Context: an optimization exercise on an open-source flow, tuned for small area, a short achievable clock period and few clock cycles per item. The choices shown serve that exercise and are no tape-out recipe.
The RTL was checked by simulation tests, not by an equivalence proof against the original design.

===== flow/constraint.sdc =====
create_clock -name core_clock -period 10.0 [get_ports {i_clk}]
set_input_delay 2.0000 -clock core_clock [delete_from_list [all_inputs] [get_ports {i_clk}]]
set_output_delay 2.0000 -clock core_clock [all_outputs]
set_load 0.01 [all_outputs]

===== flow/design.v =====
package ttf_pkg;
    localparam int MAG_W = 49;    
    localparam int NRM_W = 30;    
endpackage
module ttf_sqrt2 (
    input  logic [31:0] i_rem,
    input  logic [31:0] i_root,
    input  logic [3:0]  i_bits,
    output logic [31:0] o_rem,
    output logic [31:0] o_root
);
    always_comb begin
        logic [34:0] rem2, trial, d;
        logic [31:0] rm, rt;
        rm = i_rem;
        rt = i_root;
        for (int i = 0; i < 2; i++) begin
            rem2  = {1'b0, rm, i_bits[3-2*i -: 2]};
            trial = {1'b0, rt, 2'b01};
            d     = rem2 - trial;
            if (!d[34]) begin
                rm = d[31:0];
                rt = {rt[30:0], 1'b1};
            end else begin
                rm = rem2[31:0];
                rt = {rt[30:0], 1'b0};
            end
        end
        o_rem  = rm;
        o_root = rt;
    end
endmodule
module ttf_div2 (
    input  logic [31:0] i_rem,
    input  logic [30:0] i_div,
    output logic [31:0] o_rem,
    output logic [1:0]  o_q
);
    always_comb begin
        logic [32:0] r2, d;
        logic [31:0] rm;
        rm = i_rem;
        for (int i = 0; i < 2; i++) begin
            r2 = {rm, 1'b0};
            d  = r2 - {2'b0, i_div};
            if (!d[32]) begin
                rm = d[31:0];
                o_q[1-i] = 1'b1;
            end else begin
                rm = r2[31:0];
                o_q[1-i] = 1'b0;
            end
        end
        o_rem = rm;
    end
endmodule
module triangle_tangent_frame_top (
    input  logic               i_clk,
    input  logic               i_rst_n,
    input  logic               i_in_valid,
    output logic               o_in_stall,
    input  logic [23:0]        i_vertex_id,
    input  logic signed [31:0] i_pos_x,
    input  logic signed [31:0] i_pos_y,
    input  logic signed [31:0] i_pos_z,
    input  logic signed [15:0] i_tex_u,
    input  logic signed [15:0] i_tex_v,
    output logic               o_out_valid,
    input  logic               i_out_stall,
    output logic [23:0]        o_out_vertex_id,
    output logic signed [15:0] o_tangent_x,
    output logic signed [15:0] o_tangent_y,
    output logic signed [15:0] o_tangent_z,
    output logic signed [15:0] o_bitangent_x,
    output logic signed [15:0] o_bitangent_y,
    output logic signed [15:0] o_bitangent_z,
    output logic               o_degenerate,
    output logic               o_last_of_triangle
);
    localparam int MW = ttf_pkg::MAG_W;
    localparam int NW = ttf_pkg::NRM_W;
    logic [2:0] r_t;           
    logic [5:0] r_v;           
    logic       r_par [6];     
    logic       r_sc;          
    logic [1:0] r_cc;          
    logic       r_full;        
    logic       shift;         
    logic en, e1_free, e2_free, acc_ok, accept, acc2, start, deliver, last_dlv;
    assign o_out_valid = r_v[5] && (r_t[2] && r_t != 3'd6);
    assign en          = !(o_out_valid && i_out_stall);
    assign e1_free     = !r_full && !(r_v[0] && r_t < 3'd6);
    assign e2_free     = !r_full && !(r_v[0] && r_t != 3'd7);
    assign acc_ok      = (r_cc == 2'd0) ? !r_full :
                         (r_cc == 2'd1) ? e1_free : e2_free;
    assign o_in_stall  = !acc_ok;
    assign accept      = i_in_valid && acc_ok;
    assign acc2        = accept && (r_cc == 2'd2);
    assign start       = en && (r_t == 3'd7) && (r_full || acc2);
    assign deliver     = o_out_valid && !i_out_stall;
    assign last_dlv    = deliver && (r_t == 3'd4);
    assign shift       = en && (r_t == 3'd7);
    always_ff @(posedge i_clk) begin
        if (!i_rst_n) begin
            r_t    <= 3'd7;
            r_v    <= '0;
            r_sc   <= '0;
            r_cc   <= '0;
            r_full <= 1'b0;
        end else begin
            if (accept) r_cc <= (r_cc == 2'd2) ? 2'd0 : r_cc + 2'd1;
            if (start) r_full <= 1'b0;
            else if (acc2) r_full <= 1'b1;
            if (en) begin
                if (r_t == 3'd7) begin
                    r_v  <= {r_v[4:0], start};
                    r_sc <= r_sc ^ start;
                    r_t  <= ({r_v[4:0], start} != 6'd0) ? 3'd0 : 3'd7;
                end else begin
                    r_t <= r_t + 3'd1;
                end
            end
        end
    end
    logic [23:0] r_idin [3];
    logic [23:0] r_ida [6][3];
    always_ff @(posedge i_clk) begin
        if (shift) begin
            r_par[0] <= r_sc;
            for (int a = 1; a < 6; a++) r_par[a] <= r_par[a-1];
            r_ida[0][0] <= r_idin[0];
            r_ida[0][1] <= r_idin[1];
            r_ida[0][2] <= acc2 ? i_vertex_id : r_idin[2];
            for (int r = 0; r < 3; r++) begin
                for (int a = 1; a < 6; a++) r_ida[a][r] <= r_ida[a-1][r];
            end
        end
    end
    logic signed [31:0] r_p0 [3];
    logic signed [15:0] r_u0, r_v0;
    logic signed [32:0] r_e1 [3];
    logic signed [32:0] r_e2 [3];
    logic signed [16:0] r_du1, r_dv1, r_du2, r_dv2;
    always_ff @(posedge i_clk) begin
        if (accept) begin
            r_idin[r_cc] <= i_vertex_id;
            case (r_cc)
                2'd0: begin
                    r_p0[0] <= i_pos_x;
                    r_p0[1] <= i_pos_y;
                    r_p0[2] <= i_pos_z;
                    r_u0    <= i_tex_u;
                    r_v0    <= i_tex_v;
                end
                2'd1: begin
                    r_e1[0] <= 33'(i_pos_x) - 33'(r_p0[0]);
                    r_e1[1] <= 33'(i_pos_y) - 33'(r_p0[1]);
                    r_e1[2] <= 33'(i_pos_z) - 33'(r_p0[2]);
                    r_du1   <= 17'(i_tex_u) - 17'(r_u0);
                    r_dv1   <= 17'(i_tex_v) - 17'(r_v0);
                end
                default: begin
                    r_e2[0] <= 33'(i_pos_x) - 33'(r_p0[0]);
                    r_e2[1] <= 33'(i_pos_y) - 33'(r_p0[1]);
                    r_e2[2] <= 33'(i_pos_z) - 33'(r_p0[2]);
                    r_du2   <= 17'(i_tex_u) - 17'(r_u0);
                    r_dv2   <= 17'(i_tex_v) - 17'(r_v0);
                end
            endcase
        end
    end
    logic signed [16:0] r_opa1, r_opa2;
    logic signed [32:0] r_opx1, r_opx2;
    logic signed [42:0] r_pl1, r_pl2;
    logic signed [40:0] r_ph1, r_ph2;
    logic signed [49:0] r_prod1, r_prod2, r_acc1, r_acc2;
    logic signed [16:0] mux_a1, mux_a2;
    logic signed [32:0] mux_x1, mux_x2;
    always_comb begin
        logic [1:0] k;
        k = 2'((r_t - 3'd1) >> 1);
        if (r_t == 3'd0) begin
            mux_a1 = r_du1;   mux_x1 = 33'(r_dv2);
            mux_a2 = r_du2;   mux_x2 = 33'(r_dv1);
        end else if (r_t[0]) begin
            mux_a1 = r_dv2;   mux_x1 = r_e1[k];
            mux_a2 = r_du2;   mux_x2 = r_e1[k];
        end else begin
            mux_a1 = r_dv1;   mux_x1 = r_e2[k];
            mux_a2 = r_du1;   mux_x2 = r_e2[k];
        end
    end
    logic signed [9:0]  al1, al2;
    logic signed [7:0]  ah1, ah2;
    assign al1 = {1'b0, r_opa1[8:0]};
    assign ah1 = r_opa1[16:9];
    assign al2 = {1'b0, r_opa2[8:0]};
    assign ah2 = r_opa2[16:9];
    logic signed [50:0] res1, res2;
    logic [MW-1:0]      mag1, mag2;
    assign res1 = 51'(r_acc1) - 51'(r_prod1);
    assign res2 = 51'(r_acc2) - 51'(r_prod2);
    assign mag1 = res1[50] ? MW'(-res1) : MW'(res1);
    assign mag2 = res2[50] ? MW'(-res2) : MW'(res2);
    logic signed [50:0] resd;
    assign resd = 51'(r_prod1) - 51'(r_prod2);
    logic [MW-1:0] r_mt [3];
    logic [MW-1:0] r_mb [3];
    logic [2:0]    r_st_tmp, r_sb_tmp;
    logic [5:0]    r_dneg, r_dzero;
    always_ff @(posedge i_clk) begin
        if (en) begin
            if (r_v[0] && r_t <= 3'd6) begin
                r_opa1 <= mux_a1;
                r_opx1 <= mux_x1;
                r_opa2 <= mux_a2;
                r_opx2 <= mux_x2;
            end
            r_pl1   <= al1 * r_opx1;
            r_ph1   <= ah1 * r_opx1;
            r_pl2   <= al2 * r_opx2;
            r_ph2   <= ah2 * r_opx2;
            r_prod1 <= 50'(r_pl1) + (50'(r_ph1) <<< 9);
            r_prod2 <= 50'(r_pl2) + (50'(r_ph2) <<< 9);
            r_acc1  <= r_prod1;
            r_acc2  <= r_prod2;
            if (r_v[0] && r_t == 3'd3) begin
                r_dneg[0]  <= resd[50];
                r_dzero[0] <= (resd == '0);
            end
            if (r_t == 3'd7) begin
                r_dneg[5:1]  <= r_dneg[4:0];
                r_dzero[5:1] <= r_dzero[4:0];
            end
            if (r_v[0] && r_t == 3'd5) begin
                r_mt[0] <= mag1; r_st_tmp[0] <= res1[50];
                r_mb[0] <= mag2; r_sb_tmp[0] <= !res2[50];
            end
            if (r_v[0] && r_t == 3'd7) begin
                r_mt[1] <= mag1; r_st_tmp[1] <= res1[50];
                r_mb[1] <= mag2; r_sb_tmp[1] <= !res2[50];
            end
            if (r_v[1] && r_t == 3'd1) begin
                r_mt[2] <= mag1; r_st_tmp[2] <= res1[50];
                r_mb[2] <= mag2; r_sb_tmp[2] <= !res2[50];
            end
        end
    end
    logic          nrm_b;
    logic [MW-1:0] nm [3];
    logic [MW-1:0] nor_all;
    logic [4:0]    nsh;
    logic [NW-1:0] nn [3];
    assign nrm_b = (r_t == 3'd3);
    always_comb begin
        for (int k = 0; k < 3; k++) nm[k] = nrm_b ? r_mb[k] : r_mt[k];
        nor_all = nm[0] | nm[1] | nm[2];
        nsh = '0;
        for (int i = NW; i < MW; i++) if (nor_all[i]) nsh = 5'(i - NW + 1);
        for (int k = 0; k < 3; k++) nn[k] = NW'(nm[k] >> nsh);
    end
    logic [NW-1:0] r_nt [1:3][3];
    logic [NW-1:0] r_nb [1:4][3];
    logic [2:0]    r_st [1:5];
    logic [2:0]    r_sb [1:5];
    logic [1:5]    r_zt;
    logic [1:5]    r_zb;
    always_ff @(posedge i_clk) begin
        if (en) begin
            if (r_v[1] && r_t == 3'd2) begin
                for (int k = 0; k < 3; k++) r_nt[1][k] <= nn[k];
                r_st[1] <= r_st_tmp;
                r_zt[1] <= (nor_all == '0);
            end
            if (r_v[1] && r_t == 3'd3) begin
                for (int k = 0; k < 3; k++) r_nb[1][k] <= nn[k];
                r_sb[1] <= r_sb_tmp;
                r_zb[1] <= (nor_all == '0);
            end
            if (r_t == 3'd7) begin
                for (int k = 0; k < 3; k++) begin
                    for (int a = 2; a <= 3; a++) r_nt[a][k] <= r_nt[a-1][k];
                    for (int a = 2; a <= 4; a++) r_nb[a][k] <= r_nb[a-1][k];
                end
                for (int a = 2; a <= 5; a++) begin
                    r_st[a] <= r_st[a-1];
                    r_zt[a] <= r_zt[a-1];
                end
                for (int a = 2; a <= 5; a++) begin
                    r_sb[a] <= r_sb[a-1];
                    r_zb[a] <= r_zb[a-1];
                end
            end
        end
    end
    localparam int SQ_SPLIT = 10;
    logic [NW-1:0]   r_sqop;
    logic [2*NW-1:0] r_sqa, r_sqb;
    logic [2*NW-1:0] sqa, sqb;
    logic [2*NW+1:0] r_s;
    logic [2*NW+1:0] s_new, s_base;
    always_comb begin
        sqa = '0;
        sqb = '0;
        for (int i = 0; i < NW; i++) begin
            logic [2*NW-1:0] row;
            row = '0;
            row[2*i] = r_sqop[i];
            for (int j = i + 1; j < NW; j++) row[i+j+1] = r_sqop[i] & r_sqop[j];
            if (i < SQ_SPLIT) sqa = sqa + row;
            else sqb = sqb + row;
        end
    end
    assign s_base = ((r_t == 3'd5) || (r_t == 3'd0)) ? '0 : r_s;
    assign s_new  = s_base + (2*NW+2)'(r_sqa) + (2*NW+2)'(r_sqb);
    always_ff @(posedge i_clk) begin
        if (en) begin
            case (r_t)
                3'd3: r_sqop <= r_nt[1][0];
                3'd4: r_sqop <= r_nt[1][1];
                3'd5: r_sqop <= r_nt[1][2];
                3'd6: r_sqop <= r_nb[1][0];
                3'd7: r_sqop <= r_nb[1][1];
                default: r_sqop <= r_nb[2][2];
            endcase
            r_sqa <= sqa;
            r_sqb <= sqb;
            r_s   <= s_new;
        end
    end
    logic [31:0] r_rem [4];
    logic [31:0] r_root [4];
    logic [63:0] r_rad [4];
    logic [31:0] o_rem [4];
    logic [31:0] o_root [4];
    logic        ld [4];
    logic [30:0] r_lt, r_lb;
    assign ld[0] = r_v[1] && r_t == 3'd7 && !r_par[1];
    assign ld[1] = r_v[1] && r_t == 3'd7 &&  r_par[1];
    assign ld[2] = r_v[2] && r_t == 3'd2 && !r_par[2];
    assign ld[3] = r_v[2] && r_t == 3'd2 &&  r_par[2];
    for (genvar u = 0; u < 4; u++) begin : g_sqrt
        ttf_sqrt2 u_sq (.i_rem(r_rem[u]), .i_root(r_root[u]), .i_bits(r_rad[u][63:60]),
                        .o_rem(o_rem[u]), .o_root(o_root[u]));
        always_ff @(posedge i_clk) begin
            if (en) begin
                r_rem[u]  <= ld[u] ? 32'd0 : o_rem[u];
                r_root[u] <= ld[u] ? 32'd0 : o_root[u];
                r_rad[u]  <= ld[u] ? 64'(s_new) : {r_rad[u][59:0], 4'd0};
            end
        end
    end
    always_ff @(posedge i_clk) begin
        if (en) begin
            if (r_v[3] && r_t == 3'd7) r_lt <= r_par[3] ? o_root[1][30:0] : o_root[0][30:0];
            if (r_v[4] && r_t == 3'd2) r_lb <= r_par[4] ? o_root[3][30:0] : o_root[2][30:0];
        end
    end
    logic [31:0] r_drt [3];
    logic [31:0] r_drb [3];
    logic [15:0] r_dqt [3];
    logic [15:0] r_dqb [3];
    logic [31:0] dot_rem [3];
    logic [31:0] dob_rem [3];
    logic [1:0]  dot_q [3];
    logic [1:0]  dob_q [3];
    logic        dldt, dldb;
    assign dldt = (r_t == 3'd7);
    assign dldb = (r_t == 3'd2);
    for (genvar k = 0; k < 3; k++) begin : g_div
        ttf_div2 u_dt (.i_rem(r_drt[k]), .i_div(r_lt), .o_rem(dot_rem[k]), .o_q(dot_q[k]));
        ttf_div2 u_db (.i_rem(r_drb[k]), .i_div(r_lb), .o_rem(dob_rem[k]), .o_q(dob_q[k]));
        always_ff @(posedge i_clk) begin
            if (en) begin
                r_drt[k] <= dldt ? 32'(r_nt[3][k]) : dot_rem[k];
                r_drb[k] <= dldb ? 32'(r_nb[4][k]) : dob_rem[k];
                r_dqt[k] <= {r_dqt[k][13:0], dot_q[k]};
                r_dqb[k] <= {r_dqb[k][13:0], dob_q[k]};
            end
        end
    end
    logic signed [15:0] r_ot [3];
    logic signed [15:0] r_ob [3];
    logic               r_odeg;
    logic [15:0]        qvt [3];
    logic [15:0]        qvb [3];
    logic               zt, zb, dn;
    assign dn = r_dneg[5];
    assign zt = r_dzero[5] | r_zt[5];
    assign zb = r_dzero[5] | r_zb[5];
    always_comb begin
        for (int k = 0; k < 3; k++) begin
            logic [15:0] qf;
            qf     = 16'((16'(r_dqt[k][15:1]) + 16'd1) >> 1);
            qvt[k] = zt ? 16'd0 : ((r_st[5][k] ^ dn) ? -qf : qf);
            qf     = 16'((16'(r_dqb[k][15:1]) + 16'd1) >> 1);
            qvb[k] = zb ? 16'd0 : ((r_sb[5][k] ^ dn) ? -qf : qf);
        end
    end
    always_ff @(posedge i_clk) begin
        if (en) begin
            if (r_v[5] && r_t == 3'd0) begin
                for (int k = 0; k < 3; k++) r_ot[k] <= qvt[k];
            end
            if (r_v[5] && r_t == 3'd3) begin
                for (int k = 0; k < 3; k++) r_ob[k] <= qvb[k];
                r_odeg <= zt | zb;
            end
        end
    end
    logic [1:0] fr;
    assign fr = r_t[1:0] == 2'd3 ? 2'd2 : r_t[1:0];
    assign o_out_vertex_id    = r_ida[5][fr];
    assign o_tangent_x        = r_ot[0];
    assign o_tangent_y        = r_ot[1];
    assign o_tangent_z        = r_ot[2];
    assign o_bitangent_x      = r_ob[0];
    assign o_bitangent_y      = r_ob[1];
    assign o_bitangent_z      = r_ob[2];
    assign o_degenerate       = r_odeg;
    assign o_last_of_triangle = (r_t == 3'd7);
endmodule

===== flow/run.sh =====
#!/bin/bash
# synth_recipe.tcl (not shown) runs the flow's synth.tcl, then flattens the netlist and writes it again
# the make line also repeats each setting of config.mk as NAME=value (left out here)
make -C /OpenROAD-flow-scripts/flow DESIGN_CONFIG=/design/flow/config.mk WORK_HOME=/design/flow/orfs CLKGATE_MAP_FILE= SYNTH_SCRIPT=/design/flow/synth_recipe.tcl finish

===== flow/config.mk =====
export PLATFORM = sky130hd
export DESIGN_NAME = triangle_tangent_frame_top
export DESIGN_NICKNAME = triangle_tangent_frame_top
export VERILOG_FILES = /design/flow/design.v
export SDC_FILE = /design/flow/constraint.sdc
export NUM_CORES = 4
export LEC_CHECK = 0
export ABC_CLOCK_PERIOD_IN_PS = 4500
export CAP_MARGIN = 20
export CORE_MARGIN = 2
export CORE_UTILIZATION = 50
export SETUP_SLACK_MARGIN = 4
export SLEW_MARGIN = 20

==> notes.md <==
-- worst max-delay path: cells and delay by family (launching register included) --
| family | cells | cell delay [ns] |
|---|---|---|
| flip-flops | 1 | 0.41 |
| AND/OR/NAND/NOR | 3 | 0.20 |
| adder cells (fa/ha/maj) | 2 | 0.70 |
| XOR/XNOR | 1 | 0.18 |
| AO/OA/AOI/OAI | 19 | 4.36 |
| buffers and inverters | 5 | 0.75 |
-- through the flow --
step,hold slack (ns),std cells,util,worst slack [ns]
after floorplan,0.400,22700,-,-7.54
after global placement,0.400,28800,0.523,1.20
after detailed placement,0.405,28800,0.523,1.11
after CTS,0.356,30200,0.573,3.24
after global routing,0.375,30500,0.587,2.87
final,0.381,30500,0.587,3.12
-- sequential cells by signal (all words and copies together), names as in the netlist, 48 cells and up, named ones only --
name     cells
r_idin      72
r_rad      256
r_ida      408
r_prod1     50
r_dqb       48
r_mt       147
r_rem      128
r_prod2     50
r_drt       96
r_ot        48
r_acc1      50
r_nt       270
r_root     128
r_ob        48
r_dqt       48
r_e2        99
r_acc2      50
r_nb       360
r_mb       147
r_s         62
r_p0        96
r_e1        99
r_drb       96
-- metal layers --
metal | share of wire | vias to the layer above | GRT usage
met1 | 0.41 | 86200 | 0.357
met5 | 0.00016 | - | 0
met4 | 0.060 | 16 | 0.143
met3 | 0.053 | 1297 | 0.0291
met2 | 0.48 | 4979 | 0.463
li1 | - | 82200 | -
-- layout make-up --
class / instances / area [sq um] / share of cell area
inverters: 2186 / 8470 / 0.0299
repair inverters: 7 / 90.1 / 0.000318
multi-input cells: 16200 / 133000 / 0.471
well taps: 6425 / 8040 / 0.0284
repair buffers: 1457 / 14900 / 0.0526
flip-flops and latches: 3521 / 106000 / 0.373
clock buffers: 468 / 10100 / 0.0355
clock inverters: 247 / 2690 / 0.00951
diodes: 13 / 32.5 / 0.000115
-- cell families after synthesis --
logic type,Yosys count,share of synthesized area
adders and majority gates,2895,0.188
buffers and inverters,3024,0.0471
AOI/OAI and AO/OA,4928,0.129
and+or+nand+nor,6532,0.127
DFF,3521,0.436
xor gates and xnor gates,1310,0.0474
muxes,492,0.0252
-- worst max path at each step --
stage              endpoint  slack (ns)  cells after the start
2_1_floorplan        r_v[4]       -7.54                      5
3_3_place_gp   r_drt[1][25]        1.20                     29
3_5_place_dp    r_drb[2][6]        1.11                     30
4_1_cts        r_drt[1][17]        3.24                     34
5_1_grt        r_drt[1][19]        2.87                     33
6_report       r_drt[1][19]        3.12                     30
-- cells in the mapped netlist, drive strengths merged, types with 133 or more instances --
cell,n
nand2b,225
clkbuf,745
nor2,1578
a21oi,1423
xnor2,829
nor2b,191
o21a,246
ha,1649
nand3,326
o21bai,148
a21o,545
inv,2184
a211oi,217
nand2,2258
edfxtp,3508
fa,1246
a22oi,133
and2,1083
mux2,151
nor3,263
o21ai,1150
mux2i,261
xor2,481
a31oi,217
and3,154
-- timing repair --
action,CTS,global route
setup buffers,574,295
endpoints found under the setup margin,919,698
cloned,53,28
gates resized for setup,1173,876
hold endpoints to repair,0,0
pin swaps,472,466
==> qor.csv <==
metric,value,unit
crit start category,flip-flop,
"Hold-fix buffers, CTS",0,
slew margin rel.,0.108,
cells on worst reg2reg path,30,
Synth Cell Area,242000,sq um
die width,700,um
CTS tree,done,
clk buf depth,4,
Num CTS Buffers,390,
Final Cycle Share,0.688,
Final Setup Violations,0,
worst hold path type,reg2reg,
Worst Hold Path EP,r_nt[8][29],
Clock Tree Root,clkbuf_16,
layout cells sized above 1,0.138,
global placer's final weighted congestion,0.942,
CP required,10.73,ns
CTS Sinks,3521,
initial antenna violation count,21,
vias in the first global route,171000,
# fillers,40400,
full die area,490000,sq um
Vias/cell,5.73,
Synth area leader,edfxtp_1,
antenna violation net count after detailed routing,0,
DP Area,252000,sq um
"Reg clk slew, reported paths",0.07,ns
Worst Min Path Start,r_nt[5][29],
Netlist cell types,106,
I/O Pins,280,
H-Tree Depth,5,
RSZ-0062 raised after global routing,yes,
hpwl dp,494000,um
Ys Warns,59,
initial core utilization,0.502,
Max Clock Freq,145,MHz
Slowest cell on crit path,fa_2,
Worst Hold Path Cells,0,
WL final,700000,um
DRT iter0 DRCs,14300,
Total Neg Setup Slack,0,ns
Post-synth EDFFs,3508,
number of port buffers,279,
syn_area_per_cell,10.7,sq um
Yosys top cell area share,0.435,
Die Ht,700,um
CP Max Fanout,7,
R2R Setup Slk,3.12,ns
gr usage total,0.277,
CP Capture Type,flip-flop,
fin crit period,6.88,ns
clk_skew,0.105,ns
"commonest non-fill, non-tap cells in the layout","edfxtp_1, nand2_1, inv_1",
num rows,255,
syn nets,25800,
status,timing/DRC/antenna clean,
Layout area overhead,16.9,%
"Seq/Total Area, Yosys",0.436,
worst-margin pin slew,1.34,ns
Max Cap Violations,0,
R2R Path Start,r_lt[1],
"Hold Violations, Final",0,
share of flip-flops with an asynchronous set or reset,0,
1st-pass router iterations,8,
"commonest non-fill, non-tap cell in the layout",edfxtp_1,
crit path kind,reg2reg,
WL/cell,23.0,um
#FFs+latches synth,3521,
Post-route DRC,0,
Area contributors post-synth,"edfxtp_1, fa_1, ha_1",
delay of the slowest critical-path stage,0.44,ns
final net count,26800,
cells after synthesis,22700,
vias after detailed routing,175000,
remaining global-route overflow,0,
Core Area,482000,sq um
Most used DFF post-synth,edfxtp_1,
first-pass GRT wire length,1040000,um
Worst-Skew Late Latency,1.04,ns
CP Data Arrival Time,7.62,ns
Final Max Slew Viols,0,
reg2reg end,r_drt[1][19],
fin area,283000,sq um
largest net degree at the start of global routing,197,
launch point of the worst path,r_lt[1],
Testbench counts, summed over its fixed seeds: cycles 2,904, items 320.

-- static timing again, ports no longer ideal --
In the flow no input, the clock included, has a driving cell. The finished layout below was timed again as built, in two steps. Step 1 sets driving cells, clkbuf_16 on the clock port and buf_2 on the other inputs (assumed; they add their load-dependent delay and slew). Step 2 moves the port delays by t, midway between the first and last clock arrival at a register: inputs arrive t later, outputs are due t later. That takes back most of the time a late clock gives input paths. Three values: ideal ports, drivers, drivers and shift; two values: the first two.
t (ns): 1.115
slack for setup (ns): 3.118 / 3.118 / 3.118
hold slack, ns: 0.381 / 0.381 / 0.381
worst slew at a driven data input, ns: 0.15
cell pins on the clock port's net: 1
After both steps setup and hold are still met in this run. For this run, drivers alone change the setup slack by 0.000 ns; drivers and shift together by 0.000 ns.
